Optimization exercise on an open flow, not production practice.
RTL: at most simulated, not proved equivalent.
Function not checked: runs 1, 2, 5 and 6.
Power: default activity.

$ cat flow/design.v
module fpio_sync_fifo #(
  parameter int FIFO_BITS  = 8,
  parameter int DATA_WIDTH = 8,
  parameter bit FREE       = 1'b0    
) (
  input  logic                  clk,
  input  logic                  rstn,
  input  logic                  push,
  input  logic                  pop,
  input  logic                  flush,
  input  logic [DATA_WIDTH-1:0] wdata,
  output logic [DATA_WIDTH-1:0] rdata,
  output logic [FIFO_BITS:0]    lvl,
  output logic [FIFO_BITS:0]    lvl_next,
  output logic                  full,
  output logic                  empty,
  output logic                  empty_next,
  output logic                  full_next,
  output logic                  do_pop
);
  localparam int DEPTH = 1 << FIFO_BITS;
  localparam logic [FIFO_BITS:0] FULL_CNT = (FIFO_BITS+1)'(DEPTH);
  localparam logic [FIFO_BITS:0] LVL_RST  = FREE ? FULL_CNT : '0;
  logic [DATA_WIDTH-1:0] mem [DEPTH];
  logic [FIFO_BITS-1:0]  wr_ptr;
  logic [FIFO_BITS-1:0]  rd_nxt;      
  logic                  one;         
  logic                  do_push;
  logic [DATA_WIDTH-1:0] head;
  assign do_push = push && !full;
  assign do_pop  = pop && !empty;
  assign rdata   = head;
  always_comb begin
    lvl_next = lvl;
    if (flush)                  lvl_next = LVL_RST;
    else if (do_push && !do_pop) lvl_next = FREE ? lvl - 1'b1 : lvl + 1'b1;
    else if (do_pop && !do_push) lvl_next = FREE ? lvl + 1'b1 : lvl - 1'b1;
  end
  logic one_next;
  always_comb begin
    if (FREE) begin
      empty_next = (lvl_next == FULL_CNT);
      full_next  = (lvl_next == '0);
      one_next   = (lvl_next == FULL_CNT - 1'b1);
    end else begin
      empty_next = (lvl_next == '0);
      full_next  = (lvl_next == FULL_CNT);
      one_next   = (lvl_next == (FIFO_BITS+1)'(1));
    end
  end
  always_ff @(posedge clk or negedge rstn) begin
    if (!rstn) begin
      wr_ptr <= '0;
      rd_nxt <= (FIFO_BITS)'(1);
      lvl    <= LVL_RST;
      empty  <= 1'b1;
      full   <= 1'b0;
      one    <= 1'b0;
    end else begin
      lvl   <= lvl_next;
      empty <= empty_next;
      full  <= full_next;
      one   <= one_next;
      if (flush) begin
        wr_ptr <= '0;
        rd_nxt <= (FIFO_BITS)'(1);
      end else begin
        if (do_push) wr_ptr <= wr_ptr + 1'b1;
        if (do_pop)  rd_nxt <= rd_nxt + 1'b1;
      end
    end
  end
  logic [DEPTH-1:0] we;
  always_comb begin
    for (int i = 0; i < DEPTH; i++)
      we[i] = do_push && !flush && (wr_ptr == (FIFO_BITS)'(i));
  end
  always_ff @(posedge clk) begin
    for (int i = 0; i < DEPTH; i++)
      mem[i] <= (mem[i] & ~{DATA_WIDTH{we[i]}}) | (wdata & {DATA_WIDTH{we[i]}});
  end
  localparam int LO = FIFO_BITS / 2;
  localparam int HI = FIFO_BITS - LO;
  logic [(1<<LO)-1:0] sel_lo;
  logic [(1<<HI)-1:0] sel_hi;
  logic [DATA_WIDTH-1:0] grp [1<<HI];
  logic [DATA_WIDTH-1:0] nxt_data;
  always_comb begin
    for (int i = 0; i < (1<<LO); i++) sel_lo[i] = (rd_nxt[LO-1:0] == (LO)'(i));
    for (int i = 0; i < (1<<HI); i++) sel_hi[i] = (rd_nxt[FIFO_BITS-1:LO] == (HI)'(i));
    for (int g = 0; g < (1<<HI); g++) begin
      grp[g] = '0;
      for (int i = 0; i < (1<<LO); i++)
        grp[g] = grp[g] | (mem[g*(1<<LO)+i] & {DATA_WIDTH{sel_lo[i]}});
    end
    nxt_data = '0;
    for (int g = 0; g < (1<<HI); g++)
      nxt_data = nxt_data | (grp[g] & {DATA_WIDTH{sel_hi[g]}});
  end
  always_ff @(posedge clk) begin
    if (do_pop) head <= one ? wdata : nxt_data;
    else if (empty) head <= wdata;
  end
endmodule
module fpio_stream_ctrl #(
  parameter int FIFO_BITS  = 8,
  parameter int DATA_WIDTH = 8,
  parameter int ADDR_BITS  = 4
) (
  input  logic                  clk,
  input  logic                  rstn,
  output logic                  irq,
  input  logic [ADDR_BITS-1:0]  host_addr,
  input  logic                  host_write_en,
  input  logic [31:0]           host_write_data,
  input  logic                  host_read_en,
  output logic [31:0]           host_read_data,
  output logic [DATA_WIDTH-1:0] dat_o_data,
  output logic                  dat_o_valid,
  input  logic                  dat_o_ready,
  input  logic [DATA_WIDTH-1:0] dat_i_data,
  input  logic                  dat_i_valid,
  output logic                  dat_i_ready
);
  localparam int A_TXDATA  = 0;
  localparam int A_TXFREE  = 1;
  localparam int A_RXDATA  = 2;
  localparam int A_RXCOUNT = 3;
  localparam int A_CTRL    = 4;
  localparam int A_DIVISOR = 5;
  localparam int A_STATUS  = 6;
  localparam int A_IRQEN   = 7;
  localparam int A_TXTHR   = 8;
  localparam int A_RXTHR   = 9;
  typedef logic [FIFO_BITS:0]   cnt_t;
  typedef logic [ADDR_BITS-1:0] addr_t;
  logic        tx_en;
  logic        rx_en;
  logic [15:0] divisor;
  logic [15:0] pace_cnt;
  logic        tx_ovf;
  logic        rx_unf;
  logic [3:0]  irq_en;
  cnt_t        tx_thr;
  cnt_t        rx_thr;
  logic        tx_low;
  logic        rx_high;
  logic        o_valid;
  logic        i_ready;
  cnt_t                  tx_free, tx_free_next, rx_count, rx_count_next;
  logic                  tx_full, tx_empty, rx_full, rx_empty;
  logic                  tx_empty_next, tx_full_next, rx_empty_next, rx_full_next;
  logic                  tx_do_pop, rx_do_pop;
  logic [DATA_WIDTH-1:0] rx_head;
  logic wr_txdata, wr_ctrl, wr_div, wr_status, wr_irqen, wr_txthr, wr_rxthr;
  logic rd_rxdata;
  logic tx_pop, tx_flush, rx_push, rx_flush;
  logic tx_ovf_set, rx_unf_set, tx_ovf_clr, rx_unf_clr;
  assign wr_txdata = host_write_en && (host_addr == addr_t'(A_TXDATA));
  assign wr_ctrl   = host_write_en && (host_addr == addr_t'(A_CTRL));
  assign wr_div    = host_write_en && (host_addr == addr_t'(A_DIVISOR));
  assign wr_status = host_write_en && (host_addr == addr_t'(A_STATUS));
  assign wr_irqen  = host_write_en && (host_addr == addr_t'(A_IRQEN));
  assign wr_txthr  = host_write_en && (host_addr == addr_t'(A_TXTHR));
  assign wr_rxthr  = host_write_en && (host_addr == addr_t'(A_RXTHR));
  assign rd_rxdata = host_read_en  && (host_addr == addr_t'(A_RXDATA));
  assign tx_flush    = wr_ctrl && host_write_data[2];
  assign rx_flush    = wr_ctrl && host_write_data[3];
  assign dat_o_valid = o_valid;
  assign tx_pop      = o_valid && dat_o_ready;
  assign dat_i_ready = i_ready;
  assign rx_push     = dat_i_valid && i_ready;
  assign tx_ovf_set = wr_txdata && tx_full;
  assign rx_unf_set = rd_rxdata && rx_empty;
  assign tx_ovf_clr = wr_status && host_write_data[0];
  assign rx_unf_clr = wr_status && host_write_data[1];
  fpio_sync_fifo #(.FIFO_BITS(FIFO_BITS), .DATA_WIDTH(DATA_WIDTH), .FREE(1'b1)) u_tx_fifo (
    .clk        (clk),
    .rstn       (rstn),
    .push       (wr_txdata),
    .pop        (tx_pop),
    .flush      (tx_flush),
    .wdata      (host_write_data[DATA_WIDTH-1:0]),
    .rdata      (dat_o_data),
    .lvl        (tx_free),
    .lvl_next   (tx_free_next),
    .full       (tx_full),
    .empty      (tx_empty),
    .empty_next (tx_empty_next),
    .full_next  (tx_full_next),
    .do_pop     (tx_do_pop)
  );
  fpio_sync_fifo #(.FIFO_BITS(FIFO_BITS), .DATA_WIDTH(DATA_WIDTH), .FREE(1'b0)) u_rx_fifo (
    .clk        (clk),
    .rstn       (rstn),
    .push       (rx_push),
    .pop        (rd_rxdata),
    .flush      (rx_flush),
    .wdata      (dat_i_data),
    .rdata      (rx_head),
    .lvl        (rx_count),
    .lvl_next   (rx_count_next),
    .full       (rx_full),
    .empty      (rx_empty),
    .empty_next (rx_empty_next),
    .full_next  (rx_full_next),
    .do_pop     (rx_do_pop)
  );
  logic        tx_en_n, rx_en_n;
  logic [15:0] pace_n;
  cnt_t        tx_thr_n, rx_thr_n;
  logic        tx_ovf_n, rx_unf_n;
  always_comb begin
    tx_en_n  = wr_ctrl  ? host_write_data[0] : tx_en;
    rx_en_n  = wr_ctrl  ? host_write_data[1] : rx_en;
    tx_thr_n = wr_txthr ? host_write_data[FIFO_BITS:0] : tx_thr;
    rx_thr_n = wr_rxthr ? host_write_data[FIFO_BITS:0] : rx_thr;
    tx_ovf_n = tx_ovf_set || (tx_ovf && !tx_ovf_clr);
    rx_unf_n = rx_unf_set || (rx_unf && !rx_unf_clr);
    if (tx_flush)            pace_n = '0;
    else if (tx_pop)         pace_n = divisor;
    else if (pace_cnt != '0) pace_n = pace_cnt - 16'd1;
    else                     pace_n = pace_cnt;
  end
  always_ff @(posedge clk or negedge rstn) begin
    if (!rstn) begin
      tx_en    <= 1'b0;
      rx_en    <= 1'b0;
      divisor  <= '0;
      pace_cnt <= '0;
      tx_ovf   <= 1'b0;
      rx_unf   <= 1'b0;
      irq_en   <= '0;
      tx_thr   <= '0;
      rx_thr   <= '0;
      irq      <= 1'b0;
      tx_low   <= 1'b1;
      rx_high  <= 1'b1;
      o_valid  <= 1'b0;
      i_ready  <= 1'b0;
    end else begin
      tx_en    <= tx_en_n;
      rx_en    <= rx_en_n;
      if (wr_div)   divisor <= host_write_data[15:0];
      if (wr_irqen) irq_en  <= host_write_data[3:0];
      tx_thr   <= tx_thr_n;
      rx_thr   <= rx_thr_n;
      tx_ovf   <= tx_ovf_n;
      rx_unf   <= rx_unf_n;
      pace_cnt <= pace_n;
      irq      <= |({rx_high, tx_low, rx_unf, tx_ovf} & irq_en);
      tx_low   <= ({1'b0, tx_free_next} + {1'b0, tx_thr_n}) >= 10'd256;
      rx_high  <= (rx_count_next >= rx_thr_n);
      o_valid  <= tx_en_n && !tx_empty_next && (pace_n == '0);
      i_ready  <= rx_en_n && !rx_full_next;
    end
  end
  always_comb begin
    host_read_data = '0;
    case (host_addr)
      A_TXFREE:  host_read_data[FIFO_BITS:0]  = tx_free;
      A_RXDATA:  host_read_data[DATA_WIDTH-1:0] = rx_empty ? '0 : rx_head;
      A_RXCOUNT: host_read_data[FIFO_BITS:0]  = rx_count;
      A_CTRL:    host_read_data[1:0]  = {rx_en, tx_en};
      A_DIVISOR: host_read_data[15:0] = divisor;
      A_STATUS:  host_read_data[3:0]  = {rx_high, tx_low, rx_unf, tx_ovf};
      A_IRQEN:   host_read_data[3:0]  = irq_en;
      A_TXTHR:   host_read_data[FIFO_BITS:0] = tx_thr;
      A_RXTHR:   host_read_data[FIFO_BITS:0] = rx_thr;
      default:   host_read_data = '0;
    endcase
  end
endmodule
$ cat flow/run.sh
#!/bin/bash
# synth_recipe.tcl (not shown) runs the flow's synth.tcl, then flattens the netlist and writes it again
# the make line also repeats each setting of config.mk as NAME=value (left out here)
make -C /OpenROAD-flow-scripts/flow DESIGN_CONFIG=/design/flow/config.mk WORK_HOME=/design/flow/orfs CLKGATE_MAP_FILE= SYNTH_SCRIPT=/design/flow/synth_recipe.tcl finish
$ cat flow/config.mk
export PLATFORM = sky130hd
export DESIGN_NAME = fpio_stream_ctrl
export DESIGN_NICKNAME = fpio_stream_ctrl
export VERILOG_FILES = /design/flow/design.v
export SDC_FILE = /design/flow/constraint.sdc
export NUM_CORES = 4
export LEC_CHECK = 0
export CAP_MARGIN = 20
export CORE_MARGIN = 2
export CORE_UTILIZATION = 40
export SETUP_SLACK_MARGIN = 3.0
export SLEW_MARGIN = 20
$ cat flow/constraint.sdc
create_clock -name core_clock -period 7.5 [get_ports {clk}]
set_input_delay 1.5000 -clock core_clock [delete_from_list [all_inputs] [get_ports {clk}]]
set_output_delay 1.5000 -clock core_clock [all_outputs]
set_load 0.01 [all_outputs]
==> summary.txt, run 1 <==
Sequential cell area: 126000 µm²
Max-cap violations: 0
Async SR Flop Fraction: 0.0281
Share of cells above drive strength 1: 0.141
Setup ws final: 2.78 ns
Post-Synth Adder-Cell Area: 0.00302
Detailed placement HPWL: 358000 µm
Port bufs: 60
Largest net degree at the start of global routing: 191
Max-slew headroom: 0.107
Critical path's top delay family: simple AND/OR/NAND/NOR gates
Clock root buffer: clkbuf_16
Max Clock Skew: 0.0406 ns
Yosys warnings: 7
Multiplexer share of the synthesized area: 0.0297
Die area: 410000 µm²
Clock transition at the registers of the reported paths: 0.06 ns
WP depth: 10
Clk_lat worst skew: 0.98 ns
Netlist cell types: 87
Max Fclk: 0.212 GHz
Longest Clk Path Bufs: 4
Ys flop type: edfxtp_1
Syn Area/Cell: 16.5 µm²
Drt total wl: 603000 µm
CTS Buf Count: 402
CP Cell Sequence: ha_4 > and3_4 > buf_4 > a22o_1 > a221oi_1 > and3_1 > a21oi_1 > or4_1 > nor4_1 > a21oi_1
Mapped Cells: 9790
CTS Sinks: 4231
Sequential area share after synthesis: 0.782
Initial antenna violation count: 26
Pwr dens: 324 nW/µm²
Simple-Gate Fraction of Synth Area: 0.0513
Multi-input logic area: 33900 µm²
Post-Place Cells: 14900
Reg2Reg Setup Slack: 2.78 ns
Max-slew violation count: 0
Pre-CTS setup slack: 1.39 ns
Yosys reg bits: 4231
Drt initial violations: 19400
Nets: 10100
First-pass GRT wire length: 814000 µm
Setup-failing EPs final: 0
Peak VDD IR: 0.244 mV
CTS tree: yes
Via density: 6.58
Worst hold path class: reg2reg
Post-synthesis compound-gate area fraction: 0.114
Die X-Extent: 640 µm
Initial core utilization: 0.402
Crit path DAT: 5.53 ns
Post-synth top area share: 0.763
Worst Path Required: 8.31 ns
CP Capture Point: u_rx_fifo.head[5]$_DFFE_PP_
Commonest non-fill, non-tap cell in the layout: edfxtp_1
Ports: 93
Final std cells w/o fill: 15700
Fillers: 34500
Yosys top cell by area: edfxtp_1
Router iterations before antenna repair: 13
Crit start category: register
Final Hold Vio Count: 0
Cell area after synthesis: 162000 µm²
Status: timing/DRC/antenna clean
Period utilization: 0.630
Min Tclk post-route: 4.72 ns
Crit path capture type: register
Crit-path max FO: 39
Crit Reg-Reg Endpoint: u_rx_fifo.head[5]$_DFFE_PP_
CP Launch Point: u_rx_fifo.rd_nxt[0]$_DFFE_PN1P_
Vias in the first global route: 97900
Most frequent CP cell: a21oi_1
Setup TNS: 0 ns
R2R depth: 10
EDFF count, synth: 4112
Post-layout util: 0.458
Highest-delay cell along the critical path: and3_4
GR Overflow Total: 0
R2R Path Start: u_rx_fifo.rd_nxt[0]$_DFFE_PN1P_
Worst-Margin Slew: 1.34 ns
Antenna Nets Post-Route: 0
P&R area growth vs syn: 14.1%
Xor and xnor area share after synthesis: 0.00271
CP max stage delay: 1.02 ns
Remaining DRCs: 0
DIE HEIGHT: 640 µm
Critical path type: reg2reg
# rows: 233
Ranking of synthesized cells by area: edfxtp_1, a22oi_1, mux2i_1
Largest family of logic cells by synthesized area: compound AO/OA/AOI/OAI gates
GPL Wtd Cong: 0.960
Via count: 104000
Core ar.: 403000 µm²
Per-cell routed wire length: 38.3 µm
Unrepaired setup endpoints after global routing: yes
Worst path bufs/invs: 1
CTS H-tree lvls: 5
CTS Hold Buffers Added: 0
Static leakage: 57.6 nW
Most frequent cells in the layout: edfxtp_1, nor2_1, a22oi_1
Total track usage: 0.285
[worst reg2reg max path, delay by kind of cell (launching register included)]
kind	cells	cell delay (ns)
AOI/OAI and AO/OA	4	1.30
adders and majority gates	1	0.54
and+or+nand+nor	4	1.63
DFF	1	0.63
buffers and inverters	1	0.48
[per-stage QoR]
| step | total power [W] | instance area, µm² | hold WS, ns |
|---|---|---|---|
| detailed placement | 0.0389 | 170000 | 0.510 |
| floorplan | 0.0326 | 162000 | 0.466 |
| finish | 0.0599 | 185000 | 0.527 |
| global route | 0.0607 | 185000 | 0.569 |
| global placement | 0.0388 | 170000 | 0.494 |
| CTS | 0.0591 | 184000 | 0.523 |
[cells by family (layout without fill, tap and decap cells)]
family	Yosys count	count (layout)
AO/OA/AOI/OAI	2448	2448
XOR/XNOR	50	50
adder cells (fa/ha/maj)	39	39
buffers and inverters	716	1236
flip-flops	4231	4231
multiplexers	451	451
other	1	27
AND/OR/NAND/NOR	1854	1858
[what timing repair did]
| item | 4_1_cts | 5_1_grt |
|---|---|---|
| buffers inserted | 44 | 9 |
| endpoints found under the setup margin | 1262 | 568 |
| hold endpoints to repair | 0 | 0 |
| gates cloned | 3 | 3 |
| pin swaps | 22 | 22 |
| gates resized for setup | 200 | 117 |
[worst min path at each step]
stage / startpoint / endpoint / slack (ns) / cells after the start
2_1_floorplan: irq_en[2]$_DFFE_PN0P_ / irq_en[2]$_DFFE_PN0P_ / 0.47 / 2
3_3_place_gp: irq_en[2]$_DFFE_PN0P_ / irq_en[2]$_DFFE_PN0P_ / 0.49 / 2
3_5_place_dp: irq_en[2]$_DFFE_PN0P_ / irq_en[2]$_DFFE_PN0P_ / 0.51 / 2
4_1_cts: irq_en[2]$_DFFE_PN0P_ / irq_en[2]$_DFFE_PN0P_ / 0.52 / 2
5_1_grt: irq_en[2]$_DFFE_PN0P_ / irq_en[2]$_DFFE_PN0P_ / 0.57 / 2
6_report: irq_en[2]$_DFFE_PN0P_ / irq_en[2]$_DFFE_PN0P_ / 0.53 / 2
[cell type report]
cell class	count	share of cell area
Clock buffer	510	0.0583
Sequential cell	4231	0.685
Antenna cell	11	0.000149
Timing Repair Buffer	463	0.0235
Clock inverter	222	0.0119
Multi-Input combinational cell	4862	0.184
Inverter	41	0.000874
Tap cell	5405	0.0366
[synthesized netlist by cell type, drive strengths merged (9+ instances only)]
library cell and n:
mux2 137, o21ai 359, o2bb2ai 19, and3 55, ha 39, nor2 743
a31oi 121, a222oi 216, a221oi 313, a211oi 18, inv 39, xnor2 20
nor4 34, nand2 552, edfxtp 4112, clkbuf 492, o221ai 11, a221o 29
or3 9, a32oi 18, a22o 334, buf 183, o22a 12, dfrtp 112
nand4 75, nand2b 29, nor2b 45, nor3 47, a2111oi 26, and2 36
nand3 167, and3b 13, a21oi 210, xor2 30, o2111ai 32, mux4 9
nor4b 9, o22ai 35, a31o 11, mux2i 305, a22oi 592, o211ai 17
[where the power goes]
group / leakage (nW) / switching, W / internal, W
logic: 12.9 / 0.00936 / 0.00351
registers: 38.4 / 0.000395 / 0.0262
clock network: 6.31 / 0.00899 / 0.0115
total: 57.6 / 0.0187 / 0.0412
[routing by layer]
metal	routed length, µm	share of wire	global-route usage
met4	46000	0.076	0.182
met2	267000	0.44	0.430
met1	210000	0.35	0.366
met5	144	0.00024	0.000473
met3	80400	0.13	0.0739
==> run 2, diff against run 1 <==
--- a/flow/config.mk
+++ b/flow/config.mk
@@ -10,2 +10,4 @@
 export CORE_UTILIZATION = 40
+export CTS_BUF_LIST = sky130_fd_sc_hd__clkbuf_8
+export CTS_CLUSTER_SIZE = 30
 export SETUP_SLACK_MARGIN = 3.0
==> run 2 against run 1 <==
Effect of this change: worst hold slack worse by 0.10 ns; still clean on timing, DRC and antenna; register-to-register slack about the same; die area stayed put; sequential power hardly changed; area after synthesis is the same; flip-flop and latch count did not move; critical path depth is the same; synthesized cell count stayed put; core utilization down 0.43 points.
==> summary.txt, run 2 <==
Syn Area/Cell: 16.5 µm² (unchanged)
Area after DPL: 170000 µm² (unchanged)
Antenna Nets Post-Route: 0 (unchanged)
Max Fclk: 0.212 GHz (+0.11%)
Mapped Cells: 9790 (unchanged)
Worst hold path class: in2async
Pre-CTS setup slack: 1.39 ns (unchanged)
Max-cap violations: 0 (unchanged)
Share of cells above drive strength 1: 0.148 (+0.00718)
Pwr dens: 312 nW/µm² (-3.7%)
Clk_lat worst skew: 1.14 ns (+0.16 ns)
CTS tree: yes
CTS H-tree lvls: 6 (+1)
P&R area growth vs syn: 13.1%
Yosys top cell by area: edfxtp_1
Most frequent CP cell: a21oi_1
Crit path capture type: register
Yosys warnings: 7 (unchanged)
Initial antenna violation count: 38 (+46%)
CTS Sinks: 4231 (unchanged)
DIE HEIGHT: 640 µm (unchanged)
Setup-failing EPs final: 0 (unchanged)
CTS Buf Count: 646 (+61%)
Cell area after synthesis: 162000 µm² (unchanged)
Largest net degree at the start of global routing: 191 (unchanged)
Commonest non-fill, non-tap cell in the layout: edfxtp_1
Min Tclk post-route: 4.72 ns (-0.00506 ns)
Crit-path max FO: 39 (unchanged)
Die X-Extent: 640 µm (unchanged)
Worst Path Required: 8.49 ns (+0.18 ns)
# rows: 233 (unchanged)
Worst-Margin Slew: 1.24 ns (-0.0926 ns)
Via density: 6.53 (-0.81%)
EDFF count, synth: 4112 (unchanged)
First-pass GRT wire length: 820000 µm (+0.66%)
Critical path's top delay family: simple AND/OR/NAND/NOR gates
CP Cell Sequence: ha_4 > and3_4 > buf_4 > a22o_1 > a221oi_1 > and3_1 > a21oi_1 > or4_1 > nor4_1 > a21oi_1
Nets: 10300 (+2.5%)
Initial core utilization: 0.402 (unchanged)
Unrepaired setup endpoints after global routing: yes
Peak VDD IR: 0.269 mV (+10%)
Setup ws final: 2.78 ns (+0.00506 ns)
Async SR Flop Fraction: 0.0281 (unchanged)
Max Clock Skew: 0.0604 ns (+0.0198 ns)
Max-slew violation count: 0 (unchanged)
Ports: 93 (unchanged)
Worst path bufs/invs: 1 (unchanged)
Static leakage: 57.9 nW (+0.49%)
Most frequent cells in the layout: edfxtp_1, nor2_1, clkbuf_8
Final Hold Vio Count: 0 (unchanged)
Crit start category: register
Crit path DAT: 5.71 ns (+0.18 ns)
GPL Wtd Cong: 0.960 (unchanged)
Max-slew headroom: 0.168 (+0.0619)
Post-Place Cells: 14900 (unchanged)
Total track usage: 0.286 (+0.00150)
Drt total wl: 607000 µm (+0.66%)
Post-synth top area share: 0.763 (unchanged)
Die area: 410000 µm² (unchanged)
Via count: 105000 (+1.8%)
Highest-delay cell along the critical path: and3_4
Most frequent cells after synthesis: edfxtp_1, nor2_1, a22oi_1
Remaining DRCs: 0 (unchanged)
Port bufs: 60 (unchanged)
Clock root buffer: clkbuf_8
Most frequent cell after synthesis: edfxtp_1
Critical path type: reg2reg
Router iterations before antenna repair: 12 (-1)
Ys flop type: edfxtp_1
Clock transition at the registers of the reported paths: 0.07 ns (about the same)
Period utilization: 0.629 (-0.000675)
Longest Clk Path Bufs: 4 (unchanged)
Vias in the first global route: 100000 (+2.5%)
Yosys reg bits: 4231 (unchanged)
Setup TNS: 0 ns (unchanged)
GR Overflow Total: 0 (unchanged)
Sequential area share after synthesis: 0.782 (unchanged)
Core ar.: 403000 µm² (unchanged)
Status: timing/DRC/antenna clean
CP max stage delay: 1.05 ns (+0.03 ns)
Netlist cell types: 87 (unchanged)
Per-cell routed wire length: 37.6 µm (-2.0%)
Finished Cell Area: 183000 µm² (-0.93%)
Final std cells w/o fill: 16200 (+2.7%)
Post-layout util: 0.454 (-0.00426)
Detailed placement HPWL: 358000 µm (unchanged)
Ranking of synthesized cells by area: edfxtp_1, a22oi_1, mux2i_1
Drt initial violations: 19200 (-0.99%)
==> run 2: cell count changes in the layout (fill, tap and decap cells not counted), sizes merged <==
cell      change
clkbuf      +153
bufinv       -30
clkinvlp      +2
buf           +6
inv         +221
diode        +23
clkinv       +45
==> run 2: area by class of cell <==
| type | count | area (µm²) |
|---|---|---|
| flip-flops and latches | 4231 | 126000 |
| fillers | 34900 | 220000 |
| well taps | 5405 | 6760 |
| clock buffers | 663 | 9130 |
| inverters | 41 | 161 |
| diodes | 34 | 85.1 |
| multi-input cells | 4862 | 33600 |
| clock inverters | 460 | 2300 |
| repair buffers | 469 | 4390 |
==> run 2: final timing paths <==
kind,start,endpoint,slack [ns],depth (start not counted)
setup / recovery,u_rx_fifo.rd_nxt[0]$_DFFE_PN1P_,u_rx_fifo.head[5]$_DFFE_PP_,2.78,10
hold / removal,rstn,u_tx_fifo.rd_nxt[7]$_DFFE_PN0P_,0.42,1
setup reg to reg,u_rx_fifo.rd_nxt[0]$_DFFE_PN1P_,u_rx_fifo.head[5]$_DFFE_PP_,2.78,10
hold reg to reg,irq_en[2]$_DFFE_PN0P_,irq_en[2]$_DFFE_PN0P_,0.52,2
max in group asynchronous,rstn,u_rx_fifo.rd_nxt[3]$_DFFE_PN0P_,5.73,2
min in group core_clock,irq_en[2]$_DFFE_PN0P_,irq_en[2]$_DFFE_PN0P_,0.52,2
==> run 2: power breakdown <==
group,internal (W),switching [W],leakage [nW]
registers,0.0262,0.000402,38.4
logic,0.00352,0.00936,12.9
clock network,0.00853,0.00919,6.58
total,0.0382,0.0190,57.9
==> run 2: timing repair <==
item	4_1_cts	5_1_grt
gates cloned	3	3
setup buffers	43	14
hold buffers	0	0
pin swaps	17	21
resized for setup	161	68
endpoints found under the setup margin	678	576
==> run 2: per-stage QoR <==
stage	hold WS [ns]	total power [W]
global placement	0.494	0.0388
floorplan	0.466	0.0326
detailed placement	0.510	0.0389
global route	0.464	0.0581
CTS	0.422	0.0563
finish	0.423	0.0572
==> run 2: kinds of logic after synthesis <==
family,after synthesis,synth area share
AND/OR/NAND/NOR,1854,0.0513
adder cells (fa/ha/maj),39,0.00302
other,1,0.0000232
buffers and inverters,716,0.0176
flip-flops,4231,0.782
AO/OA/AOI/OAI,2448,0.114
XOR/XNOR,50,0.00271
multiplexers,451,0.0297
==> run 2: metal layers <==
layer,part of all wire,up-vias,global-route usage
met1,0.35,53400,0.367
li1,-,40800,-
met3,0.13,1929,0.0781
met2,0.44,9320,0.432
met5,0.00029,-,0
met4,0.074,26,0.181
==> run 3, diff against run 2 <==
--- a/flow/design.v
+++ b/flow/design.v
@@ -72,31 +72,7 @@
   end
-  logic [DEPTH-1:0] we;
-  always_comb begin
-    for (int i = 0; i < DEPTH; i++)
-      we[i] = do_push && !flush && (wr_ptr == (FIFO_BITS)'(i));
-  end
   always_ff @(posedge clk) begin
-    for (int i = 0; i < DEPTH; i++)
-      mem[i] <= (mem[i] & ~{DATA_WIDTH{we[i]}}) | (wdata & {DATA_WIDTH{we[i]}});
-  end
-  localparam int LO = FIFO_BITS / 2;
-  localparam int HI = FIFO_BITS - LO;
-  logic [(1<<LO)-1:0] sel_lo;
-  logic [(1<<HI)-1:0] sel_hi;
-  logic [DATA_WIDTH-1:0] grp [1<<HI];
-  logic [DATA_WIDTH-1:0] nxt_data;
-  always_comb begin
-    for (int i = 0; i < (1<<LO); i++) sel_lo[i] = (rd_nxt[LO-1:0] == (LO)'(i));
-    for (int i = 0; i < (1<<HI); i++) sel_hi[i] = (rd_nxt[FIFO_BITS-1:LO] == (HI)'(i));
-    for (int g = 0; g < (1<<HI); g++) begin
-      grp[g] = '0;
-      for (int i = 0; i < (1<<LO); i++)
-        grp[g] = grp[g] | (mem[g*(1<<LO)+i] & {DATA_WIDTH{sel_lo[i]}});
-    end
-    nxt_data = '0;
-    for (int g = 0; g < (1<<HI); g++)
-      nxt_data = nxt_data | (grp[g] & {DATA_WIDTH{sel_hi[g]}});
+    if (do_push && !flush) mem[wr_ptr] <= wdata;
   end
   always_ff @(posedge clk) begin
-    if (do_pop) head <= one ? wdata : nxt_data;
+    if (do_pop) head <= one ? wdata : mem[rd_nxt];
     else if (empty) head <= wdata;
--- a/flow/config.mk
+++ b/flow/config.mk
@@ -10,5 +10,2 @@
 export CORE_UTILIZATION = 40
-export CTS_BUF_LIST = sky130_fd_sc_hd__clkbuf_8
-export CTS_CLUSTER_SIZE = 30
-export SETUP_SLACK_MARGIN = 3.0
 export SLEW_MARGIN = 20
==> run 3 against run 2 <==
Effect of this change: still clean; final area grew 2.0%; combinational power shrank 16%; total power grew 1.1%; core utilization shrank 0.28 points; fmax shrank 17%; first-iteration DRC count shrank 45%; via count shrank 20%; clock skew grew 0.0064 ns; clock power grew 15%; critical endpoint is now host_read_data[7].
==> summary.txt, run 3 <==
Clock transition at the registers of the reported paths: 0.06 ns (about the same)
R2R Path Start: u_tx_fifo.rd_nxt[0]$_DFFE_PN1P_
Share of cells above drive strength 1: 0.211 (+0.0630)
Via count: 84000 (-20%)
Initial core utilization: 0.402 (about the same)
Post-synth top area share: 0.743 (-0.0199)
Netlist cell types: 85 (-2.3%)
Simple-Gate Fraction of Synth Area: 0.0325 (-0.0188)
Longest Clk Path Bufs: 4 (unchanged)
Post-Synth Adder-Cell Area: 0.00247 (-0.000546)
Worst Path Required: 6.00 ns (-2.49 ns)
Crit start category: input port
Ys flop type: edfxtp_1
Sequential area share after synthesis: 0.761 (-0.0204)
Xor and xnor area share after synthesis: 0.00221 (-0.000492)
# rows: 236 (+1.3%)
Pwr dens: 310 nW/µm² (-0.89%)
Final std cells w/o fill: 14300 (-12%)
Max-slew headroom: 0.170 (+0.00202)
Peak VDD IR: 0.242 mV (-10%)
Initial antenna violation count: 11 (-71%)
Yosys top cell by area: edfxtp_1
Max-cap violations: 0 (unchanged)
Largest net degree at the start of global routing: 159 (-17%)
Router iterations before antenna repair: 8 (-4)
Setup ws final: 1.82 ns (-0.965 ns)
Via density: 5.89 (-9.7%)
Most frequent cells in the layout: edfxtp_1, mux4_2, nor2_1
Nets: 8504 (-18%)
CTS Sinks: 4231 (unchanged)
Ports: 93 (unchanged)
Pre-CTS setup slack: 1.51 ns (+0.121 ns)
Static leakage: 57.0 nW (-1.7%)
CTS Buf Count: 411 (-36%)
Most frequent CP cell: clkdlybuf4s50_1
Status: timing/DRC/antenna clean
Drt total wl: 451000 µm (-26%)
Crit path DAT: 4.18 ns (-1.53 ns)
Die X-Extent: 648 µm (+1.3%)
Async SR Flop Fraction: 0.0281 (unchanged)
Vias in the first global route: 84800 (-16%)
CTS Hold Buffers Added: 0 (unchanged)
Setup TNS: 0 ns (unchanged)
Port bufs: 60 (unchanged)
CTS H-tree lvls: 5 (-1)
Setup-failing EPs final: 0 (unchanged)
Cell area after synthesis: 166000 µm² (+2.7%)
Highest-delay cell along the critical path: clkdlybuf4s50_1
Crit-path max FO: 23 (-41%)
Multiplexer share of the synthesized area: 0.153 (+0.123)
Min Tclk post-route: 5.68 ns (+0.965 ns)
EDFF count, synth: 4112 (unchanged)
Die area: 421000 µm² (+2.7%)
Ranking of synthesized cells by area: edfxtp_1, mux4_2, mux2i_1
Critical path's top delay family: buffers and inverters
Largest family of logic cells by synthesized area: multiplexers
Remaining DRCs: 0 (unchanged)
Clk_lat worst skew: 1.01 ns (-0.13 ns)
Period utilization: 0.758 (+0.129)
Multi-input logic area: 37200 µm² (+11%)
GR Overflow Total: 0 (unchanged)
CP Launch Point: host_addr[1]
Final Hold Vio Count: 0 (unchanged)
CP Cell Sequence: clkdlybuf4s50_1 > buf_4 > or4b_4 > nor2_1 > a22oi_1 > o21ai_0 > clkdlybuf4s50_1
CTS resizes: 0 (-100%)
Max Clock Skew: 0.0668 ns (+0.00642 ns)
Unrepaired setup endpoints after global routing: no
Worst-Margin Slew: 1.24 ns (-0.00377 ns)
Post-Place Cells: 13500 (-9.7%)
Critical path type: in2out
Most frequent cells after synthesis: edfxtp_1, mux4_2, nor2_1
Post-layout util: 0.451 (-0.00278)
First-pass GRT wire length: 637000 µm (-22%)
Post-CTS setup repair buffer count: 0 (-100%)
DIE HEIGHT: 648 µm (+1.3%)
Most frequent cell after synthesis: edfxtp_1
Core ar.: 413000 µm² (+2.6%)
CP max stage delay: 0.62 ns (-0.43 ns)
Detailed placement HPWL: 273000 µm (-24%)
Syn Area/Cell: 20.2 µm² (+22%)
P&R area growth vs syn: 12.3%
Sequential cell area: 127000 µm² (about the same)
Commonest non-fill, non-tap cell in the layout: edfxtp_1
Per-cell routed wire length: 31.7 µm (-16%)
Max-slew violation count: 0 (unchanged)
Yosys warnings: 3 (-4)
Worst hold path class: in2async
Total track usage: 0.211 (-0.0748)
GPL Wtd Cong: 0.872 (-9.1%)
Post-synthesis compound-gate area fraction: 0.0328 (-0.0813)
Crit path capture type: primary output
Yosys reg bits: 4231 (unchanged)
Max Fclk: 0.176 GHz (-17%)
Mapped Cells: 8229 (-16%)
Fillers: 34700 (-0.69%)
Worst path bufs/invs: 3 (+2)
Clock root buffer: clkbuf_16
CTS tree: yes
Largest regs: u_rx_fifo.mem (2048), u_tx_fifo.mem (2048)
Drt initial violations: 10500 (-45%)
Antenna Nets Post-Route: 0 (unchanged)
Hold slack: 0.507 ns (+0.0842 ns)
## run 3: changes by cell type in the layout (fill, tap and decap cells not counted), sizes merged, moves of 145 or more
cell and delta:
a221oi -268, buf -206, inv -210, nand2 -285, o21ai -243, a22o -315, mux4 +941, a222oi -214
clkbuf -145, a22oi -491
## run 3: cell type report
class | instances | share of cell area
sequential | 4231 | 0.678
multi-input combinational | 3467 | 0.200
clock buffer | 519 | 0.0577
tap | 5474 | 0.0367
timing repair buffer | 271 | 0.0145
clock inverter | 241 | 0.0124
inverter | 40 | 0.000852
antenna | 12 | 0.000161
## run 3: worst paths after layout
| kind | slack (ns) | to | cells after the start |
|---|---|---|---|
| worst max-delay path | 1.82 | host_read_data[7] | 7 |
| worst min-delay path | 0.51 | pace_cnt[11]$_DFF_PN0_ | 1 |
| worst max register to register | 2.41 | u_tx_fifo.head[5]$_DFFE_PP_ | 8 |
| worst min register to register | 0.53 | rx_thr[3]$_DFF_PN0_ | 1 |
| max in group asynchronous | 5.55 | u_tx_fifo.rd_nxt[3]$_DFFE_PN0P_ | 2 |
| min in group core_clock | 0.53 | rx_thr[3]$_DFF_PN0_ | 1 |
## run 3: worst reg2reg max path, stage by stage, from the launching register on
cell     delay, ns
dfstp_4       1.04
buf_12        0.60
buf_4         0.65
mux4_2        0.34
mux2i_1       0.16
o21ai_0       0.81
nand3_1       0.27
o21a_1        0.23
o32ai_1       0.65
## run 3: per-stage QoR
step                cell area [µm²]  power, W
CTS                          187000    0.0581
floorplan                    166000    0.0334
detailed placement           173000    0.0380
global placement             173000    0.0379
global route                 187000    0.0594
finish                       187000    0.0578
## run 3: logic make-up after synthesis
group                      after synthesis
other                                    1
xor gates and xnor gates                42
AOI/OAI and AO/OA                      791
DFF                                   4231
and+or+nand+nor                       1237
buffers and inverters                  546
adders and majority gates               33
muxes                                 1348
## run 3: power by group
part	switching (W)	leakage [nW]	internal (W)	total (W)
Clock	0.00890	6.37	0.0114	0.0203
Sequential	0.000473	38.4	0.0262	0.0266
Combinational	0.00673	12.2	0.00415	0.0109
## run 3: per-layer routing
| layer | track usage | wire length (µm) |
|---|---|---|
| met2 | 0.346 | 218000 |
| met3 | 0.0372 | 36400 |
| met5 | 0 | 28 |
| met1 | 0.284 | 177000 |
| met4 | 0.0795 | 19000 |
==> run 4, diff against run 3 <==
--- a/flow/design.v
+++ b/flow/design.v
@@ -3,2 +3,3 @@
   parameter int DATA_WIDTH = 8,
+  parameter int LO_BITS    = 4,
   parameter bit FREE       = 1'b0    
@@ -17,6 +18,9 @@
   output logic                  empty_next,
-  output logic                  full_next,
-  output logic                  do_pop
+  output logic                  full_next
 );
   localparam int DEPTH = 1 << FIFO_BITS;
+  localparam int LO = LO_BITS;
+  localparam int HI = FIFO_BITS - LO_BITS;
+  localparam int NLO = 1 << LO;
+  localparam int NHI = 1 << HI;
   localparam logic [FIFO_BITS:0] FULL_CNT = (FIFO_BITS+1)'(DEPTH);
@@ -25,5 +29,7 @@
   logic [FIFO_BITS-1:0]  wr_ptr;
-  logic [FIFO_BITS-1:0]  rd_nxt;      
+  logic [NLO-1:0]        rsel_lo;     
+  logic [NHI-1:0]        rsel_hi;     
   logic                  one;         
   logic                  do_push;
+  logic                  do_pop;
   logic [DATA_WIDTH-1:0] head;
@@ -34,3 +40,3 @@
     lvl_next = lvl;
-    if (flush)                  lvl_next = LVL_RST;
+    if (flush)                   lvl_next = LVL_RST;
     else if (do_push && !do_pop) lvl_next = FREE ? lvl - 1'b1 : lvl + 1'b1;
@@ -52,8 +58,9 @@
     if (!rstn) begin
-      wr_ptr <= '0;
-      rd_nxt <= (FIFO_BITS)'(1);
-      lvl    <= LVL_RST;
-      empty  <= 1'b1;
-      full   <= 1'b0;
-      one    <= 1'b0;
+      wr_ptr  <= '0;
+      rsel_lo <= (NLO)'(2);
+      rsel_hi <= (NHI)'(1);
+      lvl     <= LVL_RST;
+      empty   <= 1'b1;
+      full    <= 1'b0;
+      one     <= 1'b0;
     end else begin
@@ -64,7 +71,11 @@
       if (flush) begin
-        wr_ptr <= '0;
-        rd_nxt <= (FIFO_BITS)'(1);
+        wr_ptr  <= '0;
+        rsel_lo <= (NLO)'(2);
+        rsel_hi <= (NHI)'(1);
       end else begin
         if (do_push) wr_ptr <= wr_ptr + 1'b1;
-        if (do_pop)  rd_nxt <= rd_nxt + 1'b1;
+        if (do_pop) begin
+          rsel_lo <= {rsel_lo[NLO-2:0], rsel_lo[NLO-1]};
+          if (rsel_lo[NLO-1]) rsel_hi <= {rsel_hi[NHI-2:0], rsel_hi[NHI-1]};
+        end
       end
@@ -72,7 +83,25 @@
   end
+  logic [DEPTH-1:0] we;
+  always_comb begin
+    for (int i = 0; i < DEPTH; i++)
+      we[i] = do_push && (wr_ptr == (FIFO_BITS)'(i));
+  end
   always_ff @(posedge clk) begin
-    if (do_push && !flush) mem[wr_ptr] <= wdata;
+    for (int i = 0; i < DEPTH; i++)
+      if (we[i]) mem[i] <= wdata;
+  end
+  logic [DATA_WIDTH-1:0] grp [NHI];
+  logic [DATA_WIDTH-1:0] nxt_data;
+  always_comb begin
+    for (int g = 0; g < NHI; g++) begin
+      grp[g] = '0;
+      for (int i = 0; i < NLO; i++)
+        grp[g] = grp[g] | (mem[g*NLO+i] & {DATA_WIDTH{rsel_lo[i]}});
+    end
+    nxt_data = '0;
+    for (int g = 0; g < NHI; g++)
+      nxt_data = nxt_data | (grp[g] & {DATA_WIDTH{rsel_hi[g]}});
   end
   always_ff @(posedge clk) begin
-    if (do_pop) head <= one ? wdata : mem[rd_nxt];
+    if (do_pop) head <= one ? wdata : nxt_data;
     else if (empty) head <= wdata;
@@ -128,3 +157,2 @@
   logic                  tx_empty_next, tx_full_next, rx_empty_next, rx_full_next;
-  logic                  tx_do_pop, rx_do_pop;
   logic [DATA_WIDTH-1:0] rx_head;
@@ -165,4 +193,3 @@
     .empty_next (tx_empty_next),
-    .full_next  (tx_full_next),
-    .do_pop     (tx_do_pop)
+    .full_next  (tx_full_next)
   );
@@ -181,4 +208,3 @@
     .empty_next (rx_empty_next),
-    .full_next  (rx_full_next),
-    .do_pop     (rx_do_pop)
+    .full_next  (rx_full_next)
   );
--- a/flow/config.mk
+++ b/flow/config.mk
@@ -10,2 +10,5 @@
 export CORE_UTILIZATION = 40
+export CTS_BUF_LIST = sky130_fd_sc_hd__clkbuf_8
+export CTS_CLUSTER_SIZE = 30
+export SETUP_SLACK_MARGIN = 3.5
 export SLEW_MARGIN = 20
==> run 4 against run 3 <==
Effect of this change: still clean on timing, DRC and antenna; critical path depth grew 2; area after synthesis fell by 5.2%; clock-buffer cell count rose by 164; final cell count up 5.5%; register-to-register slack better by 1.0 ns; clock skew down 0.0099 ns; worst setup slack gained 1.2 ns; die area shrank 5.1%; wire length rose by 8.1%.
==> summary.txt, run 4 <==
Seq pwr share: 0.570 (+0.109)
Internal power: 0.0360 W (-14%)
Netlist cell types: 76 (-11%)
Mapped Cells: 9006 (+9.4%)
Crit start category: input port
Crit-path max FO: 4 (-83%)
Remaining DRCs: 0 (unchanged)
Sequential area share after synthesis: 0.810 (+0.0490)
Min Tclk post-route: 4.47 ns (-1.22 ns)
# rows: 230 (-2.5%)
Peak VDD IR: 0.246 mV (+1.8%)
CTS tree: yes
Router iterations before antenna repair: 8 (unchanged)
Most frequent cell after synthesis: edfxtp_1
Longest Clk Path Bufs: 4 (unchanged)
Async SR Flop Fraction: 0.0390 (+0.0109)
Total power: 0.0471 W (-19%)
Worst hold path class: in2async
Ports: 93 (unchanged)
Detailed placement HPWL: 279000 µm (+2.2%)
Yosys warnings: 7 (+4)
CTS Sinks: 4279 (+1.1%)
Final Hold Vio Count: 0 (unchanged)
Via density: 6.23 (+5.6%)
Ranking of synthesized cells by area: edfxtp_1, a22oi_1, a22o_1
R2R depth: 8 (unchanged)
CTS H-tree lvls: 6 (+1)
DIE HEIGHT: 632 µm (-2.6%)
Part of the power in the clock network: 0.375 (+0.024)
GR Overflow Total: 0 (unchanged)
Max-slew headroom: 0.0902 (-0.0802)
Via count: 93600 (+11%)
Port bufs: 60 (unchanged)
Share of cells above drive strength 1: 0.148 (-0.0629)
EDFF count, synth: 4112 (unchanged)
Clock root buffer: clkbuf_8
Antenna Nets Post-Route: 0 (unchanged)
Unrepaired setup endpoints after global routing: yes
Sequential cell area: 128000 µm² (+1.0%)
Fillers: 33300 (-3.9%)
Net Switching: 0.0111 W (-31%)
Period utilization: 0.595 (-0.162)
Max Clock Skew: 0.0570 ns (-0.00987 ns)
Total track usage: 0.237 (+0.0259)
Yosys top cell by area: edfxtp_1
Most frequent cells after synthesis: edfxtp_1, a22oi_1, nor2_1
Core ar.: 392000 µm² (-5.1%)
Largest regs: u_rx_fifo.mem (2048), u_tx_fifo.mem (2048)
Worst Path Required: 6.00 ns (about the same)
Initial antenna violation count: 15 (+4)
Post-synth top area share: 0.784 (+0.0404)
Critical path type: in2out
P&R area growth vs syn: 12.7%
Max-cap violations: 0 (unchanged)
Gate power share: 0.056 (-0.132)
Per-cell routed wire length: 32.4 µm (+2.4%)
Most frequent cells in the layout: edfxtp_1, a22oi_1, clkbuf_8
First-pass GRT wire length: 685000 µm (+7.5%)
Clock transition at the registers of the reported paths: 0.06 ns (about the same)
Drt total wl: 488000 µm (+8.1%)
Die X-Extent: 632 µm (-2.6%)
Crit path capture type: primary output
Crit path DAT: 2.97 ns (-1.21 ns)
Static leakage: 55.4 nW (-2.8%)
Multi-input logic area: 28700 µm² (-23%)
Commonest non-fill, non-tap cell in the layout: edfxtp_1
CTS Hold Buffers Added: 0 (unchanged)
Ys flop type: edfxtp_1
Largest net degree at the start of global routing: 172 (+8.2%)
Max-slew violation count: 0 (unchanged)
Nets: 9421 (+11%)
Die area: 399000 µm² (-5.1%)
CTS Buf Count: 651 (+58%)
Pwr dens: 265 nW/µm² (-14%)
Syn Area/Cell: 17.5 µm² (-13%)
Yosys reg bits: 4279 (+1.1%)
GPL Wtd Cong: 0.890 (+2.1%)
Status: timing/DRC/antenna clean
Setup TNS: 0 ns (unchanged)
Worst-Margin Slew: 1.36 ns (+0.119 ns)
Cell area after synthesis: 158000 µm² (-5.2%)
Max Fclk: 0.224 GHz (+27%)
Drt initial violations: 13700 (+30%)
Clk_lat worst skew: 1.09 ns (+0.08 ns)
Setup-failing EPs final: 0 (unchanged)
Initial core utilization: 0.402 (about the same)
Vias in the first global route: 91600 (+8.0%)
Sw Ratio: 0.236 (-0.0430)
==> run 4: cell types whose count changed in the layout (fill, tap and decap cells not counted), sizes merged, moves of 81 or more <==
cell / previous run / this run
a22o: 19 / 504
nand4: 17 / 248
o22ai: 84 / 3
mux4: 950 / 0
nand3: 78 / 319
o21ai: 116 / 248
mux2i: 354 / 21
clkbuf: 533 / 703
inv: 54 / 275
a221oi: 45 / 496
a22oi: 101 / 1107
==> run 4: cell type report <==
type / instances / area share
Sequential cell: 4279 / 0.720
Multi-Input combinational cell: 4103 / 0.162
Clock buffer: 683 / 0.0529
Tap cell: 5220 / 0.0368
Timing Repair Buffer: 281 / 0.0162
Clock inverter: 443 / 0.0122
Inverter: 24 / 0.000507
Antenna cell: 4 / 0.0000564
==> run 4: worst max-delay path, cell delays in order <==
cell	delay [ns]
buf_8	0.10
buf_12	0.11
or4b_4	0.53
nor2_4	0.15
buf_6	0.12
buf_6	0.11
a221oi_4	0.06
o21ai_1	0.12
buf_2	0.16
==> run 4: routing by layer <==
metal,routed length [µm],part of all wire,GRT usage
met5,71,0.00015,0
met4,22100,0.045,0.100
met3,52300,0.11,0.0491
met2,227000,0.47,0.374
met1,186000,0.38,0.320
==> run 4: repair_timing <==
| item | in CTS | in global routing |
|---|---|---|
| gates cloned | 3 | 0 |
| gates resized for setup | 304 | 156 |
| setup buffers | 22 | 17 |
| pin swaps | 14 | 13 |
| setup endpoints to repair | 2164 | 687 |
==> run 4: final timing paths <==
check                                                 startpoint                          endpoint  slack [ns]
worst max register to register  u_rx_fifo.rsel_lo[0]$_DFFE_PN0P_       u_rx_fifo.head[1]$_DFFE_PP_        3.46
worst max-delay path                                host_addr[0]                 host_read_data[6]        3.03
worst min-delay path                                        rstn  u_tx_fifo.rsel_hi[2]$_DFFE_PN0P_        0.48
worst min register to register               rx_thr[4]$_DFF_PN0_               rx_thr[4]$_DFF_PN0_        0.54
min in group core_clock                      rx_thr[4]$_DFF_PN0_               rx_thr[4]$_DFF_PN0_        0.54
max in group asynchronous                                   rstn                  tx_ovf$_DFF_PN0_        5.65
==> run 4: kinds of logic (layout without fill, tap and decap cells) <==
| group | count (synthesis) | count (layout) | synth area share |
|---|---|---|---|
| other cells | 1 | 20 | 0.0000238 |
| compound gates | 2472 | 2472 | 0.121 |
| buf+inv | 640 | 1431 | 0.0161 |
| simple gates | 1496 | 1497 | 0.0449 |
| mux | 53 | 53 | 0.00362 |
| xor+xnor | 34 | 34 | 0.00189 |
| flops | 4279 | 4279 | 0.810 |
| fa+ha+maj | 31 | 31 | 0.00246 |
==> run 4: per-stage QoR <==
step | instance area (µm²) | cells | worst slack, ns | hold slack, ns | util
after CTS | 177000 | 15000 | 2.98 | 0.471 | 0.451
after global placement | 164000 | 13900 | 1.10 | 0.524 | 0.419
final | 178000 | 15000 | 3.03 | 0.482 | 0.453
after detailed placement | 164000 | 13900 | 1.05 | 0.527 | 0.419
after floorplan | 158000 | 9021 | 3.37 | 0.475 | -
after global routing | 178000 | 15000 | 3.01 | 0.509 | 0.453
==> run 4: power groups by stage <==
stage	clock, W	combinational, W	sequential (W)
floorplan	0	0.00131	0.0270
global placement	0	0.00247	0.0273
detailed placement	0	0.00251	0.0273
CTS	0.0178	0.00255	0.0268
global route	0.0188	0.00278	0.0268
finish	0.0176	0.00262	0.0268
==> run 5, diff against run 4 <==
--- a/flow/design.v
+++ b/flow/design.v
@@ -259,15 +259,38 @@
   end
-  always_comb begin
+  logic [15:0] rb_txfree, rb_rxdata, rd_rxcount, rd_ctrl, rd_div, rd_status;
+  logic [15:0] rd_irqen, rd_txthr, rd_rxthr;
+  logic [15:0] rd_g0, rd_g1, rd_g2;
+  always_comb begin
+    rb_txfree  = 16'(tx_free);
+    rb_rxdata  = rx_empty ? 16'd0 : 16'(rx_head);
+    rd_rxcount = 16'(rx_count);
+    rd_ctrl    = {14'd0, rx_en, tx_en};
+    rd_div     = divisor;
+    rd_status  = {12'd0, rx_high, tx_low, rx_unf, tx_ovf};
+    rd_irqen   = {12'd0, irq_en};
+    rd_txthr   = 16'(tx_thr);
+    rd_rxthr   = 16'(rx_thr);
+    case (host_addr[1:0])
+      2'd0:    rd_g0 = 16'd0;
+      2'd1:    rd_g0 = rb_txfree;
+      2'd2:    rd_g0 = rb_rxdata;
+      default: rd_g0 = rd_rxcount;
+    endcase
+    case (host_addr[1:0])
+      2'd0:    rd_g1 = rd_ctrl;
+      2'd1:    rd_g1 = rd_div;
+      2'd2:    rd_g1 = rd_status;
+      default: rd_g1 = rd_irqen;
+    endcase
+    case (host_addr[1:0])
+      2'd0:    rd_g2 = rd_txthr;
+      2'd1:    rd_g2 = rd_rxthr;
+      default: rd_g2 = 16'd0;
+    endcase
     host_read_data = '0;
-    case (host_addr)
-      A_TXFREE:  host_read_data[FIFO_BITS:0]  = tx_free;
-      A_RXDATA:  host_read_data[DATA_WIDTH-1:0] = rx_empty ? '0 : rx_head;
-      A_RXCOUNT: host_read_data[FIFO_BITS:0]  = rx_count;
-      A_CTRL:    host_read_data[1:0]  = {rx_en, tx_en};
-      A_DIVISOR: host_read_data[15:0] = divisor;
-      A_STATUS:  host_read_data[3:0]  = {rx_high, tx_low, rx_unf, tx_ovf};
-      A_IRQEN:   host_read_data[3:0]  = irq_en;
-      A_TXTHR:   host_read_data[FIFO_BITS:0] = tx_thr;
-      A_RXTHR:   host_read_data[FIFO_BITS:0] = rx_thr;
-      default:   host_read_data = '0;
+    case (host_addr[3:2])
+      2'd0:    host_read_data[15:0] = rd_g0;
+      2'd1:    host_read_data[15:0] = rd_g1;
+      2'd2:    host_read_data[15:0] = rd_g2;
+      default: host_read_data[15:0] = 16'd0;
     endcase
==> run 5 against run 4 <==
Effect of this change: still clean; clock-buffer cell count fell by 18; clock power barely moved; via count grew 0.54%; global-route usage up 0.094 points; area after synthesis about the same; total power decreased by 0.19%; wire length increased by 0.98%; first-iteration DRC count rose by 3.4%; non-clock buffer count grew 42; largest power group unchanged; highest routed layer unchanged.
==> summary.txt, run 5 <==
Nets: 9387 (-0.36%)
Initial core utilization: 0.402 (about the same)
Mapped Cells: 8943 (-0.70%)
Worst Path Required: 6.00 ns (about the same)
Share of cells above drive strength 1: 0.150 (+0.00163)
Max Clock Skew: 0.0593 ns (+0.00233 ns)
Commonest non-fill, non-tap cell in the layout: edfxtp_1
Die area: 399000 µm² (about the same)
Static leakage: 55.6 nW (+0.37%)
Period utilization: 0.568 (-0.0273)
Multi-input logic area: 28800 µm² (+0.45%)
Via density: 6.26 (+0.60%)
Seq pwr share: 0.570 (about the same)
Longest Clk Path Bufs: 4 (unchanged)
DIE HEIGHT: 632 µm (about the same)
Part of the power in the clock network: 0.372 (-0.003)
Fillers: 33500 (+0.59%)
Vias in the first global route: 91000 (-0.63%)
First-pass GRT wire length: 686000 µm (+0.13%)
Yosys reg bits: 4279 (unchanged)
Clock transition at the registers of the reported paths: 0.06 ns (about the same)
Initial antenna violation count: 16 (+1)
Yosys top cell by area: edfxtp_1
Max-cap violations: 0 (unchanged)
# rows: 230 (unchanged)
Total track usage: 0.238 (+0.000936)
Ys flop type: edfxtp_1
Core ar.: 393000 µm² (about the same)
Net Switching: 0.0112 W (+0.64%)
EDFF count, synth: 4112 (unchanged)
P&R area growth vs syn: 12.8% (about the same)
Post-synth top area share: 0.783 (about the same)
Die X-Extent: 632 µm (about the same)
Syn Area/Cell: 17.6 µm² (+0.77%)
Sw Ratio: 0.238 (+0.00195)
Async SR Flop Fraction: 0.0390 (unchanged)
GPL Wtd Cong: 0.894 (+0.37%)
Crit path capture type: primary output
Max-slew headroom: 0.107 (+0.0167)
Pwr dens: 264 nW/µm² (-0.35%)
Critical path type: in2out
Sequential area share after synthesis: 0.810 (about the same)
Drt initial violations: 14200 (+3.4%)
Final Hold Vio Count: 0 (unchanged)
CTS H-tree lvls: 6 (unchanged)
Worst-Margin Slew: 1.33 ns (-0.0250 ns)
Detailed placement HPWL: 285000 µm (+2.4%)
Unrepaired setup endpoints after global routing: yes
Per-cell routed wire length: 32.8 µm (+1.0%)
Setup ws final: 3.24 ns (+0.205 ns)
Router iterations before antenna repair: 6 (-2)
Drt total wl: 492000 µm (+0.98%)
Worst path bufs/invs: 3 (-2)
Most frequent cells after synthesis: edfxtp_1, a22oi_1, a22o_1
Antenna Nets Post-Route: 0 (unchanged)
Post-Place Cells: 13800 (-0.13%)
CTS Buf Count: 646 (-0.77%)
Netlist cell types: 75 (-1.3%)
Crit start category: input port
Final std cells w/o fill: 15000 (-0.060%)
GR Overflow Total: 0 (unchanged)
Status: timing/DRC/antenna clean
Internal power: 0.0358 W (-0.44%)
CTS tree: yes
Finished Cell Area: 178000 µm² (+0.16%)
Max-slew violation count: 0 (unchanged)
Crit-path max FO: 7 (+3)
Port bufs: 60 (unchanged)
Clock root buffer: clkbuf_8
Ports: 93 (unchanged)
Cell area after synthesis: 158000 µm² (about the same)
Largest net degree at the start of global routing: 208 (+21%)
Crit path DAT: 2.76 ns (-0.21 ns)
Setup TNS: 0 ns (unchanged)
Most frequent cells in the layout: edfxtp_1, a22oi_1, clkbuf_8
Gate power share: 0.058 (+0.002)
Critical path's top delay family: multiplexers
WP depth: 5 (-4)
Sequential cell area: 128000 µm² (unchanged)
Max Fclk: 0.235 GHz (+4.8%)
CP Cell Sequence: buf_16 > buf_12 > mux4_2 > a221o_1 > buf_2
CTS Sinks: 4279 (unchanged)
CTS Hold Buffers Added: 0 (unchanged)
Pre-CTS setup slack: 1.43 ns (+0.384 ns)
R2R depth: 8 (unchanged)
Peak VDD IR: 0.224 mV (-8.8%)
Area after DPL: 165000 µm² (+0.19%)
Largest regs: u_rx_fifo.mem (2048), u_tx_fifo.mem (2048)
Worst hold path class: in2async
Yosys warnings: 7 (unchanged)
Ranking of synthesized cells by area: edfxtp_1, a22oi_1, a22o_1
Remaining DRCs: 0 (unchanged)
Setup-failing EPs final: 0 (unchanged)
CP max stage delay: 0.49 ns (-0.04 ns)
Highest-delay cell along the critical path: mux4_2
Via count: 94100 (+0.54%)
Most frequent cell after synthesis: edfxtp_1
Clk_lat worst skew: 1.10 ns (about the same)
Min Tclk post-route: 4.26 ns (-0.205 ns)
[run 5: cell types whose count changed after synthesis, sizes merged, moves of 11 or more]
cell    before  now
a22oi     1107  916
a22o       504  612
a221oi     496  596
nand3      319  246
o21ai      248  203
buf        167  184
nand2      202  187
nand4      248  261
and3         8   19
[run 5: power groups by stage]
| stage | registers (W) | clock network, W | logic (W) |
|---|---|---|---|
| floorplan | 0.0270 | 0 | 0.00136 |
| global route | 0.0268 | 0.0187 | 0.00289 |
| global placement | 0.0272 | 0 | 0.00257 |
| finish | 0.0268 | 0.0175 | 0.00273 |
| detailed placement | 0.0273 | 0 | 0.00260 |
| CTS | 0.0268 | 0.0176 | 0.00266 |
[run 5: cell type report]
type / count / area share
clock buffer: 665 / 0.0515
antenna: 8 / 0.000113
multi-input combinational: 4025 / 0.162
clock inverter: 477 / 0.0129
inverter: 31 / 0.000654
tap: 5220 / 0.0367
sequential: 4279 / 0.719
timing repair buffer: 323 / 0.0174
[run 5: worst reg2reg max path, cell delays in order (launching register included)]
cell      delay, ns
dfrtp_4        0.74
buf_12         0.33
buf_4          0.42
a221oi_1       0.29
nand3_1        0.09
o21ai_0        0.51
nand4_1        0.56
nor4_2         0.69
a21oi_1        0.15
[run 5: stage by stage]
stage | total power, W | hold WS (ns) | util
floorplan | 0.0284 | 0.470 | -
global placement | 0.0298 | 0.515 | 0.420
detailed placement | 0.0299 | 0.521 | 0.420
CTS | 0.0470 | 0.434 | 0.451
global route | 0.0483 | 0.460 | 0.453
finish | 0.0470 | 0.386 | 0.453
[run 5: cells by family (layout without fill, tap and decap cells)]
family                     Yosys count  count (layout)  share of synthesized area
adders and majority gates           31              31                    0.00246
other                                1              24                  0.0000238
xor gates and xnor gates            32              32                    0.00178
DFF                               4279            4279                      0.810
muxes                               60              60                    0.00428
buffers and inverters              654            1496                     0.0162
and+or+nand+nor                   1428            1428                     0.0432
AOI/OAI and AO/OA                 2458            2458                      0.122
[run 5: final timing paths]
path,slack [ns],end,start
worst max-delay path,3.24,host_read_data[0],host_addr[0]
worst max register to register,3.41,u_rx_fifo.head[6]$_DFFE_PP_,u_rx_fifo.rsel_lo[3]$_DFFE_PN0P_
worst min-delay path,0.39,u_rx_fifo.rsel_hi[11]$_DFFE_PN0P_,rstn
worst min register to register,0.54,irq_en[3]$_DFFE_PN0P_,irq_en[3]$_DFFE_PN0P_
max in group asynchronous,5.78,u_tx_fifo.rsel_lo[8]$_DFFE_PN0P_,rstn
min in group core_clock,0.54,irq_en[3]$_DFFE_PN0P_,irq_en[3]$_DFFE_PN0P_
[run 5: repair_timing]
| item | in CTS | in global routing |
|---|---|---|
| cloned | 2 | 0 |
| setup buffers | 22 | 3 |
| endpoints found under the setup margin | 1845 | 1449 |
| pin swaps | 23 | 13 |
| gates resized for setup | 293 | 194 |
[run 5: metal layers]
metal	vias up	track usage	wire, µm	share of wire
li1	38000	-	-	-
met1	48800	0.320	189000	0.38
met2	6304	0.381	232000	0.47
met3	965	0.0456	50100	0.10
met4	12	0.0992	21200	0.043
met5	-	0	79	0.00016
==> run 6, diff against run 5 <==
--- a/flow/config.mk
+++ b/flow/config.mk
@@ -9,5 +9,6 @@
 export CORE_MARGIN = 2
-export CORE_UTILIZATION = 40
+export CORE_UTILIZATION = 55
 export CTS_BUF_LIST = sky130_fd_sc_hd__clkbuf_8
-export CTS_CLUSTER_SIZE = 30
+export CTS_CLUSTER_DIAMETER = 80
+export CTS_CLUSTER_SIZE = 14
 export SETUP_SLACK_MARGIN = 3.5
==> run 6 against run 5 <==
Effect of this change: worst setup slack worse by 0.037 ns; register-to-register slack hardly changed; area after synthesis unchanged; core utilization is 14 points higher; sequential share of layout area rose by 3.6 points; clock-buffer cell count decreased by 316; fmax is 0.85% lower; first-iteration DRC count is 6.6% lower; flip-flop and latch count unchanged; total power shrank 12%; die area fell by 27%; worst hold slack improved by 0.055 ns.
==> summary.txt, run 6 <==
Min Tclk post-route: 4.30 ns (+0.0366 ns)
Pre-CTS setup slack: 1.27 ns (-0.159 ns)
Peak VDD IR: 0.182 mV (-19%)
CTS Buf Count: 344 (-47%)
Max Clock Skew: 0.0720 ns (+0.0127 ns)
Final std cells w/o fill: 12900 (-14%)
Async SR Flop Fraction: 0.0390 (unchanged)
Core ar.: 285000 µm² (-27%)
Drt total wl: 482000 µm (-2.1%)
Hold slack: 0.441 ns (+0.0546 ns)
Period utilization: 0.573 (+0.00488)
Share of cells above drive strength 1: 0.108 (-0.0418)
Crit path capture type: register
Vias in the first global route: 87600 (-3.7%)
Yosys warnings: 7 (unchanged)
Router iterations before antenna repair: 8 (+2)
Sequential area share after synthesis: 0.810 (unchanged)
Post-Place Cells: 12400 (-11%)
Critical path type: in2reg
EDFF count, synth: 4112 (unchanged)
Clock root buffer: clkbuf_8
Most frequent cells after synthesis: edfxtp_1, a22oi_1, a22o_1
Syn Area/Cell: 17.6 µm² (unchanged)
Post-synth top area share: 0.783 (unchanged)
CP Cell Sequence: clkdlybuf4s50_1 > nand3b_1 > nor3b_1 > nand2_2 > nor2_1
Via count: 91100 (-3.2%)
DIE HEIGHT: 539 µm (-15%)
CTS Sinks: 4279 (unchanged)
Die X-Extent: 539 µm (-15%)
Setup TNS: 0 ns (unchanged)
Gate power share: 0.067 (+0.009)
Ports: 93 (unchanged)
GR Overflow Total: 0 (unchanged)
Remaining DRCs: 0 (unchanged)
Setup ws final: 3.20 ns (-0.0366 ns)
Seq pwr share: 0.649 (+0.079)
Unrepaired setup endpoints after global routing: yes
GPL Wtd Cong: 0.908 (+1.6%)
Max-slew headroom: 0.101 (-0.00609)
Commonest non-fill, non-tap cell in the layout: edfxtp_1
Crit path DAT: 5.04 ns (+2.28 ns)
CTS tree: yes
Detailed placement HPWL: 283000 µm (-0.80%)
Largest regs: u_rx_fifo.mem (2048), u_tx_fifo.mem (2048)
Setup-failing EPs final: 0 (unchanged)
Mapped Cells: 8943 (unchanged)
Sw Ratio: 0.234 (-0.00366)
Most frequent cells in the layout: edfxtp_1, a22oi_1, a22o_1
Status: timing/DRC/antenna clean
Largest net degree at the start of global routing: 178 (-14%)
Ys flop type: edfxtp_1
Net Switching: 0.00963 W (-14%)
Pwr dens: 243 nW/µm² (-8.0%)
Drt initial violations: 13300 (-6.6%)
Max-slew violation count: 0 (unchanged)
Initial antenna violation count: 14 (-2)
Port bufs: 60 (unchanged)
Highest-delay cell along the critical path: nor2_1
Static leakage: 51.8 nW (-6.7%)
CTS H-tree lvls: 5 (-1)
Per-cell routed wire length: 37.5 µm (+14%)
Most frequent cell after synthesis: edfxtp_1
Internal power: 0.0315 W (-12%)
P&R area growth vs syn: 7.38%
Yosys reg bits: 4279 (unchanged)
Total track usage: 0.326 (+0.0877)
Worst-Margin Slew: 1.33 ns (-0.000242 ns)
Final Hold Vio Count: 0 (unchanged)
Nets: 9058 (-3.5%)
Max-cap violations: 0 (unchanged)
Crit start category: input port
Via density: 7.09 (+13%)
Die area: 291000 µm² (-27%)
CTS Hold Buffers Added: 0 (unchanged)
CP max stage delay: 1.01 ns (+0.52 ns)
First-pass GRT wire length: 676000 µm (-1.4%)
Yosys top cell by area: edfxtp_1
Clk_lat worst skew: 1.15 ns (+0.05 ns)
Worst Path Required: 8.24 ns (+2.24 ns)
Max Fclk: 0.233 GHz (-0.85%)
Netlist cell types: 75 (unchanged)
Ranking of synthesized cells by area: edfxtp_1, a22oi_1, a22o_1
Initial core utilization: 0.553 (+0.151)
Clock transition at the registers of the reported paths: 0.10 ns (+0.04 ns)
Cell area after synthesis: 158000 µm² (unchanged)
Part of the power in the clock network: 0.284 (-0.088)
# rows: 196 (-15%)
Total power: 0.0412 W (-12%)
Antenna Nets Post-Route: 0 (unchanged)
Longest Clk Path Bufs: 4 (unchanged)
Worst hold path class: in2async
Crit-path max FO: 16 (+9)
==> run 6: cell count changes in the layout (fill, tap and decap cells not counted), sizes merged <==
| cell | before | now |
|---|---|---|
| clkinv | 205 | 3 |
| clkbuf | 689 | 369 |
| bufinv | 8 | 1 |
| clkinvlp | 14 | 12 |
| buf | 275 | 251 |
| diode | 8 | 11 |
| clkdlybuf4s15 | 1 | 0 |
| inv | 281 | 116 |
| dlymetal6s2s | 0 | 2 |
==> run 6: final timing paths <==
check                                                   from                                to  slack (ns)  cells after the start
hold reg to reg                        irq_en[2]$_DFFE_PN0P_                     irq$_DFF_PN0_        0.52                      2
hold / removal                                          rstn             pace_cnt[8]$_DFF_PN0_        0.44                      1
min in group core_clock                irq_en[2]$_DFFE_PN0P_                     irq$_DFF_PN0_        0.52                      2
setup / recovery                                 dat_i_valid    u_rx_fifo.mem[89][4]$_DFFE_PP_        3.20                      5
max in group asynchronous                               rstn  u_rx_fifo.rsel_lo[0]$_DFFE_PN0P_        5.40                      2
setup reg to reg           u_rx_fifo.rsel_lo[13]$_DFFE_PN0P_       u_rx_fifo.head[2]$_DFFE_PP_        3.40                      6
==> run 6: cell type report <==
| type | count | area [µm²] |
|---|---|---|
| sequential | 4279 | 128000 |
| multi-input combinational | 4025 | 28500 |
| timing repair buffer | 296 | 2880 |
| clock inverter | 101 | 520 |
| inverter | 31 | 116 |
| antenna | 11 | 27.5 |
| clock buffer | 349 | 4800 |
| tap | 3762 | 4710 |
| fill | 21200 | 116000 |
==> run 6: logic make-up after synthesis <==
group           Yosys count  synth area share
mux                      60           0.00428
xor+xnor                 32           0.00178
simple gates           1428            0.0432
fa+ha+maj                31           0.00246
buf+inv                 654            0.0162
other cells               1         0.0000238
compound gates         2458             0.122
flops                  4279             0.810
==> run 6: critical path, delay by kind of cell <==
| family | cells | cell delay [ns] |
|---|---|---|
| buffers and inverters | 1 | 0.48 |
| and+or+nand+nor | 4 | 3.03 |
==> run 6: power by group through the flow <==
stage | clock [W] | sequential [W] | combinational [W]
after floorplan | 0 | 0.0270 | 0.00136
after global placement | 0 | 0.0272 | 0.00262
after detailed placement | 0 | 0.0272 | 0.00266
after global routing | 0.0127 | 0.0267 | 0.00293
after CTS | 0.0118 | 0.0267 | 0.00270
final | 0.0117 | 0.0267 | 0.00276
==> run 6: metrics by stage <==
stage / util / area (µm²)
floorplan: - / 158000
global placement: 0.571 / 163000
detailed placement: 0.571 / 163000
CTS: 0.592 / 169000
global route: 0.594 / 169000
finish: 0.594 / 169000
==> run 6: repair_timing <==
| action | 4_1_cts | 5_1_grt |
|---|---|---|
| pin swaps | 11 | 14 |
| setup endpoints to repair | 1663 | 1363 |
| gates cloned | 1 | 1 |
| buffers inserted | 8 | 5 |
| endpoints found under the hold margin | 0 | 0 |
| resized for setup | 230 | 128 |
==> run 6: routing by layer <==
layer	wire length, µm	part of all wire	global-route usage	up-vias
li1	-	-	-	36900
met5	92	0.00019	0	-
met2	230000	0.48	0.521	5476
met1	182000	0.38	0.445	47700
met3	44200	0.092	0.0508	964
met4	26200	0.054	0.150	14
